This is an optimization exercise on Yosys and OpenROAD, whose aim is small area and a short achievable clock period, not a production implementation.
At most, simulation tests tie the RTL to the original design; equivalence was not proved.
The clock port is modelled as an ideal driver, which makes a skipped or thinned clock tree look cheaper than it is; a real chip needs a root buffer or a tree.
Power is estimated from default activity; no workload was simulated.

## run a
==> flow/design.v (excerpt) <==
module bbox (
    input  logic                              clk,
    input  logic                              i_rst,
    input  logic [3*24-1:0] i_vert_x,    
    input  logic [3*24-1:0] i_vert_y,
    input  logic                              i_valid,
    input  logic [24-1:0]           i_screen_w,
    input  logic [24-1:0]           i_screen_h,
    input  logic [3:0]                        i_msaa,        
    input  logic                              i_halt,
    output logic [3*24-1:0] o_vert_x,
    output logic [3*24-1:0] o_vert_y,
    output logic [24-1:0]           o_ll_x,
    output logic [24-1:0]           o_ll_y,
    output logic [24-1:0]           o_ur_x,
    output logic [24-1:0]           o_ur_y,
    output logic                              o_valid
);
Size in the first run: ~1,500 cells after synthesis, ~630 flip-flops, about 440 I/O pins, about 26,000 sq um of cells after synthesis.
==> module bbox_lt, before the edit <==
module bbox_lt (
    input  logic [24-1:0] i_a,
    input  logic [24-1:0] i_b,
    output logic                    o_lt       
);
    localparam int SF = 24;
    localparam int LV = 5;                  
    localparam int NP = 1 << LV;
    logic [NP-1:0] lt [LV+1];
    logic [NP-1:0] eq [LV+1];
    always_comb begin
        for (int l = 0; l <= LV; l++) begin
            lt[l] = '0;
            eq[l] = '1;
        end
        for (int i = 0; i < SF; i++) begin
            if (i == SF - 1) lt[0][i] = i_a[i] & ~i_b[i];
            else             lt[0][i] = ~i_a[i] & i_b[i];
            eq[0][i] = ~(i_a[i] ^ i_b[i]);
        end
        for (int l = 1; l <= LV; l++) begin
            for (int i = 0; i < (NP >> l); i++) begin
                lt[l][i] = lt[l-1][2*i+1] | (eq[l-1][2*i+1] & lt[l-1][2*i]);
                eq[l][i] = eq[l-1][2*i+1] & eq[l-1][2*i];
            end
        end
    end
    assign o_lt = lt[LV][0];
endmodule
clock: 8.0 ns
lec_check: 0
cap_margin: 20
core_margin: 2
core_utilization: 70
setup_slack_margin: 5
slew_margin: 20
standard.sh (not shown) runs the stock make flow with config.mk's settings and CLKGATE_MAP_FILE= SYNTH_SCRIPT=/design/flow/synth_recipe.tcl, a recipe that flattens the netlist after the stock synthesis.
==> flow/flow/run.sh <==
#!/bin/bash
# Standard ORFS layout with these changes to how it is built:
#  - single-strength port buffers instead of the default delay-buffer cell
#  - each vertex input pin placed beside the output pin it is delayed to
#  - clock tree with larger sink clusters and no dummy balancing loads,
#    then its upper levels replaced by four root buffers that the clock
#    port drives (flow/clock_roots.tcl), so every register's clock passes
#    two buffers instead of three
#  - timing repair aimed past the 5 ns margin cap
set -euo pipefail
export FLOW_FLOW_DIR="$PWD/flow"
export BUFFER_PORTS_ARGS="-buffer_cell sky130_fd_sc_hd__buf_1"
export CTS_ARGS="-sink_clustering_enable -repair_clock_nets -dont_use_dummy_load -sink_clustering_size 25 -sink_clustering_max_diameter 80"
export POST_CTS_TCL="$PWD/flow/post_cts.tcl"
groups=""
for a in x y; do
  for b in $(seq 0 71); do
    groups+=" -group_pins {i_vert_${a}[${b}] o_vert_${a}[${b}]}"
  done
done
export PLACE_PINS_ARGS="$groups"
bash standard.sh SETUP_SLACK_MARGIN=5.3 finish > flow_orfs.log 2>&1
Other scripts of this flow, unchanged in this note and not shown: flow/flow/clock_roots.tcl, flow/flow/post_cts.tcl
Edits applied to the flow inputs when going from run a to run b:
-- flow/design.v --
<<< run a, line 45
    localparam int NP = 1 << LV;
    logic [NP-1:0] lt [LV+1];
    logic [NP-1:0] eq [LV+1];
    always_comb begin
        for (int l = 0; l <= LV; l++) begin
            lt[l] = '0;
            eq[l] = '1;
        end
        for (int i = 0; i < SF; i++) begin
            if (i == SF - 1) lt[0][i] = i_a[i] & ~i_b[i];
            else             lt[0][i] = ~i_a[i] & i_b[i];
            eq[0][i] = ~(i_a[i] ^ i_b[i]);
        end
        for (int l = 1; l <= LV; l++) begin
            for (int i = 0; i < (NP >> l); i++) begin
                lt[l][i] = lt[l-1][2*i+1] | (eq[l-1][2*i+1] & lt[l-1][2*i]);
                eq[l][i] = eq[l-1][2*i+1] & eq[l-1][2*i];
            end
        end
>>> run b, line 45
    localparam int NP = 1 << LV;
    logic [NP-1:0] lt [LV+1];
    logic [NP-1:0] gt [LV+1];
    always_comb begin
        for (int l = 0; l <= LV; l++) begin
            lt[l] = '0;
            gt[l] = '0;
        end
        for (int i = 0; i < SF; i++) begin
            if (i == SF - 1) begin
                lt[0][i] = i_a[i] & ~i_b[i];
                gt[0][i] = ~i_a[i] & i_b[i];
            end else begin
                lt[0][i] = ~i_a[i] & i_b[i];
                gt[0][i] = i_a[i] & ~i_b[i];
            end
        end
        for (int l = 1; l <= LV; l++) begin
            for (int i = 0; i < (NP >> l); i++) begin
                lt[l][i] = lt[l-1][2*i+1] | (~gt[l-1][2*i+1] & lt[l-1][2*i]);
                gt[l][i] = gt[l-1][2*i+1] | (~lt[l-1][2*i+1] & gt[l-1][2*i]);
            end
        end
Results
Clock skew was higher in run a than in run b.
Run b gives more count of multi-input gates than run a did.
Looking at via count, run b sits 1,146 above run a.
Comparing sequential share of cell area for run b and run a, the bigger number came from run b.
Run a reports its top layer used by detailed routing as met4 while run b reports met5.
Relative to run a, the via count normalized by instance count measured on run b has increased by a few percent.
[compare] base=run a new=run b: final cell count without fillers rose by 1.7%; area share of and/or/nand/nor cells after synthesis moved up.
Between run b and run a, it is run b whose register-to-register slack is lower, by 130 ps.
For run a, only the layout was checked, not whether the RTL still works.

---

RTL: one of the versions met above, not the one the previous note started from.
Size in the first run: roughly 1600 cells after synthesis.
==> module bbox_lt, before the edit <==
module bbox_lt (
    input  logic [24-1:0] i_a,
    input  logic [24-1:0] i_b,
    output logic                    o_lt       
);
    localparam int SF = 24;
    localparam int LV = 5;                  
    localparam int NP = 1 << LV;
    logic [NP-1:0] lt [LV+1];
    logic [NP-1:0] gt [LV+1];
    always_comb begin
        for (int l = 0; l <= LV; l++) begin
            lt[l] = '0;
            gt[l] = '0;
        end
        for (int i = 0; i < SF; i++) begin
            if (i == SF - 1) begin
                lt[0][i] = i_a[i] & ~i_b[i];
                gt[0][i] = ~i_a[i] & i_b[i];
            end else begin
                lt[0][i] = ~i_a[i] & i_b[i];
                gt[0][i] = i_a[i] & ~i_b[i];
            end
        end
        for (int l = 1; l <= LV; l++) begin
            for (int i = 0; i < (NP >> l); i++) begin
                lt[l][i] = lt[l-1][2*i+1] | (~gt[l-1][2*i+1] & lt[l-1][2*i]);
                gt[l][i] = gt[l-1][2*i+1] | (~lt[l-1][2*i+1] & gt[l-1][2*i]);
            end
        end
    end
    assign o_lt = lt[LV][0];
endmodule
export LEC_CHECK = 0
export CAP_MARGIN = 20
export CORE_MARGIN = 2
export CORE_UTILIZATION = 70
export SETUP_SLACK_MARGIN = 5
export SLEW_MARGIN = 20
create_clock -name core_clock -period 8.0 [get_ports {clk}]
==> flow/flow/run.sh <==
#!/bin/bash
# Standard ORFS layout with four changes to how it is built:
#  - single-strength port buffers instead of the default delay-buffer cell
#  - output port buffers moved next to their driving registers after
#    global placement (flow/move_obufs.tcl)
#  - timing repair aimed past the 5 ns margin cap
#  - clock tree with larger sink clusters and no dummy balancing loads
set -euo pipefail
export BUFFER_PORTS_ARGS="-buffer_cell sky130_fd_sc_hd__buf_1"
export POST_GLOBAL_PLACE_TCL="$PWD/flow/move_obufs.tcl"
export CTS_ARGS="-sink_clustering_enable -repair_clock_nets -dont_use_dummy_load -sink_clustering_size 25 -sink_clustering_max_diameter 80"
bash standard.sh SETUP_SLACK_MARGIN=5.3 finish > flow_orfs.log 2>&1
==> flow/flow/move_obufs.tcl <==
# After global placement: move each output port's buffer onto the cell that
# drives it, so the register output sees a short wire and the buffer, not
# the register, drives the long wire to the pin. Detailed placement
# legalizes the moved buffers afterwards.
set block [ord::get_db_block]
set moved 0
foreach bterm [$block getBTerms] {
  if {[$bterm getIoType] != "OUTPUT"} { continue }
  set net [$bterm getNet]
  if {$net == "NULL"} { continue }
  set buf ""
  foreach it [$net getITerms] {
    if {[$it isOutputSignal]} { set buf [$it getInst] }
  }
  if {$buf == ""} { continue }
  if {![string match "*buf*" [[$buf getMaster] getName]]} { continue }
  set src ""
  foreach it [$buf getITerms] {
    if {[$it isInputSignal] && [$it getNet] != "NULL"} {
      foreach jt [[$it getNet] getITerms] {
        if {[$jt isOutputSignal]} { set src [$jt getInst] }
      }
    }
  }
  if {$src == ""} { continue }
  set loc [$src getLocation]
  $buf setLocation [lindex $loc 0] [lindex $loc 1]
  incr moved
}
puts "move_obufs: moved $moved output buffers onto their drivers"
Then changed:
--- a/flow/design.v
+++ b/flow/design.v
@@ -42,29 +42,25 @@
 );
     localparam int SF = 24;
     localparam int LV = 5;                  
     localparam int NP = 1 << LV;
     logic [NP-1:0] lt [LV+1];
-    logic [NP-1:0] gt [LV+1];
+    logic [NP-1:0] eq [LV+1];
     always_comb begin
         for (int l = 0; l <= LV; l++) begin
             lt[l] = '0;
-            gt[l] = '0;
+            eq[l] = '1;
         end
         for (int i = 0; i < SF; i++) begin
-            if (i == SF - 1) begin
-                lt[0][i] = i_a[i] & ~i_b[i];
-                gt[0][i] = ~i_a[i] & i_b[i];
-            end else begin
-                lt[0][i] = ~i_a[i] & i_b[i];
-                gt[0][i] = i_a[i] & ~i_b[i];
-            end
+            if (i == SF - 1) lt[0][i] = i_a[i] & ~i_b[i];
+            else             lt[0][i] = ~i_a[i] & i_b[i];
+            eq[0][i] = ~(i_a[i] ^ i_b[i]);
         end
         for (int l = 1; l <= LV; l++) begin
             for (int i = 0; i < (NP >> l); i++) begin
-                lt[l][i] = lt[l-1][2*i+1] | (~gt[l-1][2*i+1] & lt[l-1][2*i]);
-                gt[l][i] = gt[l-1][2*i+1] | (~lt[l-1][2*i+1] & gt[l-1][2*i]);
+                lt[l][i] = lt[l-1][2*i+1] | (eq[l-1][2*i+1] & lt[l-1][2*i]);
+                eq[l][i] = eq[l-1][2*i+1] & eq[l-1][2*i];
             end
         end
     end
     assign o_lt = lt[LV][0];
 endmodule
Effect: The changed run completed with no timing, DRC or antenna violations; cell count is lower by a few percent; total power fell by a few percent; worst setup slack improves by 57 ps; routed wire length came out lower by about a fifth; worst hold slack got worse by 8.9 ps; clock skew rose by 22 ps; area after synthesis goes up by a few percent; combinational power goes down by a few percent; via count came out lower by roughly a tenth; design area grows by a few percent; critical path depth stays the same; non-clock buffer count came out lower by 16; die area climbs by a few percent.
For the second run of this note, only the layout was checked, not whether the RTL still works.

---

Another version of the RTL of bbox (not shown whole).
For scale: ~1,600 cells after synthesis, roughly 630 flip-flops, ~440 I/O pins, ~0.025 mm2 of cells after synthesis.
==> module bbox_pipe, before the edit <==
module bbox_pipe #(
    parameter int WIDTH = 1,
    parameter bit RESET = 1'b0
) (
    input  logic             clk,
    input  logic             i_rst,
    input  logic             i_halt,          
    input  logic [WIDTH-1:0] i_data,
    output logic [WIDTH-1:0] o_data
);
    if (RESET) begin : g_rst
        always_ff @(posedge clk) begin
            if (i_rst || !i_halt) o_data <= i_data & {WIDTH{!i_rst}};
        end
    end else begin : g_norst
        always_ff @(posedge clk) begin
            if (!i_halt) o_data <= i_data;
        end
    end
endmodule
==> flow/config.mk <==
export PLATFORM = sky130hd
export DESIGN_NAME = bbox
export DESIGN_NICKNAME = bbox
export VERILOG_FILES = /design/flow/design.v
export SDC_FILE = /design/flow/constraint.sdc
export NUM_CORES = 4
export LEC_CHECK = 0
export CAP_MARGIN = 20
export CORE_MARGIN = 2
export CORE_UTILIZATION = 70
export SETUP_SLACK_MARGIN = 5
export SLEW_MARGIN = 20
==> flow/constraint.sdc <==
create_clock -name core_clock -period 8.0 [get_ports {clk}]
set_input_delay 1.6000 -clock core_clock [delete_from_list [all_inputs] [get_ports {clk}]]
set_output_delay 1.6000 -clock core_clock [all_outputs]
set_load 0.01 [all_outputs]
==> flow/flow/run.sh <==
#!/bin/bash
# Standard ORFS layout with these changes to how it is built:
#  - single-strength port buffers instead of the default delay-buffer cell
#  - each vertex input pin placed beside the output pin it is delayed to
#  - clock tree with larger sink clusters and no dummy balancing loads,
#    then its upper levels replaced by four root buffers that the clock
#    port drives (flow/clock_roots.tcl), so every register's clock passes
#    two buffers instead of three
#  - timing repair aimed past the 5 ns margin cap
set -euo pipefail
export FLOW_FLOW_DIR="$PWD/flow"
export BUFFER_PORTS_ARGS="-buffer_cell sky130_fd_sc_hd__buf_1"
export CTS_ARGS="-sink_clustering_enable -repair_clock_nets -dont_use_dummy_load -sink_clustering_size 25 -sink_clustering_max_diameter 80"
export POST_CTS_TCL="$PWD/flow/post_cts.tcl"
groups=""
for a in x y; do
  for b in $(seq 0 71); do
    groups+=" -group_pins {i_vert_${a}[${b}] o_vert_${a}[${b}]}"
  done
done
export PLACE_PINS_ARGS="$groups"
bash standard.sh SETUP_SLACK_MARGIN=5.5 finish > flow_orfs.log 2>&1
Other scripts of this flow, unchanged in this note and not shown: flow/flow/clock_roots.tcl, flow/flow/post_cts.tcl
==> next run, changes <==
--- a/flow/design.v
+++ b/flow/design.v
@@ -115,9 +115,10 @@
     output logic [WIDTH-1:0] o_data
 );
     if (RESET) begin : g_rst
         always_ff @(posedge clk) begin
-            if (i_rst || !i_halt) o_data <= i_data & {WIDTH{!i_rst}};
+            if (i_rst)        o_data <= '0;
+            else if (!i_halt) o_data <= i_data;
         end
     end else begin : g_norst
         always_ff @(posedge clk) begin
             if (!i_halt) o_data <= i_data;
Area after synthesis decreases by about 0.8%; cell area fell by 0.69%; sequential power fell by about 1%; power goes down by 1.5%; critical path depth stays the same; clock power fell by about 2%; via count decreases by about 2.4%; routed wire length shrinks by 6.9%; maximum frequency went up by about 0.33%; global-route usage fell by 3.7 points; hold slack degrades by 0.020 ns.

---

rev 12:
bbox, a different RTL version from the one above (not shown whole).
Size in the first run: roughly 1600 cells after synthesis.
Settings: LEC_CHECK=0, CAP_MARGIN=20, CORE_MARGIN=2, CORE_UTILIZATION=70, SETUP_SLACK_MARGIN=5, SLEW_MARGIN=20; clock period 8.0 ns.
==> flow/flow/run.sh <==
#!/bin/bash
# Standard ORFS layout with these changes to how it is built:
#  - single-strength port buffers instead of the default delay-buffer cell
#  - each vertex input pin placed beside the output pin it is delayed to
#  - clock tree with larger sink clusters and no dummy balancing loads,
#    then its upper levels replaced by four root buffers that the clock
#    port drives (flow/clock_roots.tcl), so every register's clock passes
#    two buffers instead of three
#  - timing repair aimed past the 5 ns margin cap
set -euo pipefail
export FLOW_FLOW_DIR="$PWD/flow"
export BUFFER_PORTS_ARGS="-buffer_cell sky130_fd_sc_hd__buf_1"
export CTS_ARGS="-sink_clustering_enable -repair_clock_nets -dont_use_dummy_load -sink_clustering_size 25 -sink_clustering_max_diameter 80"
export POST_CTS_TCL="$PWD/flow/post_cts.tcl"
groups=""
for a in x y; do
  for b in $(seq 0 71); do
    groups+=" -group_pins {i_vert_${a}[${b}] o_vert_${a}[${b}]}"
  done
done
export PLACE_PINS_ARGS="$groups"
bash standard.sh SETUP_SLACK_MARGIN=5.35 finish > flow_orfs.log 2>&1
Other scripts of this flow, unchanged in this note and not shown: flow/flow/clock_roots.tcl, flow/flow/post_cts.tcl
> inputs changed (rev 12 -> rev 13)
--- a/flow/design.v
+++ b/flow/design.v
@@ -45,19 +45,23 @@
     localparam int NP = 1 << LV;
     logic [NP-1:0] lt [LV+1];
-    logic [NP-1:0] eq [LV+1];
+    logic [NP-1:0] gt [LV+1];
     always_comb begin
         for (int l = 0; l <= LV; l++) begin
             lt[l] = '0;
-            eq[l] = '1;
+            gt[l] = '0;
         end
         for (int i = 0; i < SF; i++) begin
-            if (i == SF - 1) lt[0][i] = i_a[i] & ~i_b[i];
-            else             lt[0][i] = ~i_a[i] & i_b[i];
-            eq[0][i] = ~(i_a[i] ^ i_b[i]);
+            if (i == SF - 1) begin
+                lt[0][i] = i_a[i] & ~i_b[i];
+                gt[0][i] = ~i_a[i] & i_b[i];
+            end else begin
+                lt[0][i] = ~i_a[i] & i_b[i];
+                gt[0][i] = i_a[i] & ~i_b[i];
+            end
         end
         for (int l = 1; l <= LV; l++) begin
             for (int i = 0; i < (NP >> l); i++) begin
-                lt[l][i] = lt[l-1][2*i+1] | (eq[l-1][2*i+1] & lt[l-1][2*i]);
-                eq[l][i] = eq[l-1][2*i+1] & eq[l-1][2*i];
+                lt[l][i] = lt[l-1][2*i+1] | (~gt[l-1][2*i+1] & lt[l-1][2*i]);
+                gt[l][i] = gt[l-1][2*i+1] | (~lt[l-1][2*i+1] & gt[l-1][2*i]);
             end
         end
Die extent in x, rev 12 and rev 13, higher one = rev 12. adder cells as the largest family of logic cells by synthesized area was reported by rev 12, and compound AO/OA/AOI/OAI gates by rev 13. Setup slack in rev 13 vs rev 12: down 0.015 ns. Looking only at number of nets in the layout, and setting everything else aside, the higher value of rev 12 and rev 13 goes to rev 12. Areal power density over the cells was lower in the run labelled rev 12. Taking rev 12 as the reference, in rev 13 parity-gate share of the synthesized area counting xor and xnor cells ~0 delta, area growth from synthesis to layout +0.55 points, critical path depth -3, sequential share of layout area +1.3 points, final weighted congestion in routability-driven placement +0.072. Comparing rev 12 and rev 13, worst endpoint data arrival time is higher on rev 12. Comparing rev 13 with rev 12, the hold slack came out essentially unchanged. Compared with rev 12, rev 13 shows length of the first detailed-routing pass in iterations higher by 5.
The RTL of rev 12 was laid out without a check of its function.

==> port drivers added, routing unchanged <==
The flow's constraints put no driver on any port. The routed layouts listed below were extracted and timed again, unchanged, in two steps.
Step 1: set_driving_cell puts a clkbuf_16 on clk and a buf_2 on each other input, an assumption about the parent block.
Step 2 times the ports against the registers' clock, not the clock port: input delays grow and output delays shrink by t, the midpoint of the rising clock arrivals with the driver on.
Slacks: ideal ports / drivers / drivers and shift; pairs: ideal ports / drivers.
run	t, ns	setup WS [ns]	hold WS [ns]
run a	0.461	5.347 / 5.264 / 4.942	0.419 / 0.419 / 0.419
run b	0.465	5.291 / 5.233 / 4.908	0.425 / 0.425 / 0.425
the first run of note 2	0.646	5.129 / 5.074 / 4.802	0.428 / 0.428 / 0.428
the second run of note 2	0.630	5.186 / 5.129 / 4.552	0.419 / 0.419 / 0.419
the first run of note 3	0.472	5.343 / 5.225 / 5.124	0.428 / 0.428 / 0.428
the second run of note 3	0.470	5.352 / 5.234 / 5.004	0.408 / 0.408 / 0.408
rev 12	0.476	5.355 / 5.247 / 4.976	0.426 / 0.426 / 0.426
rev 13	0.464	5.340 / 5.231 / 4.972	0.423 / 0.423 / 0.423
After both steps every run listed still meets setup and hold. For the second run of note 2, which loses most, drivers alone change the setup slack by -0.057 ns; drivers and shift together by -0.634 ns.
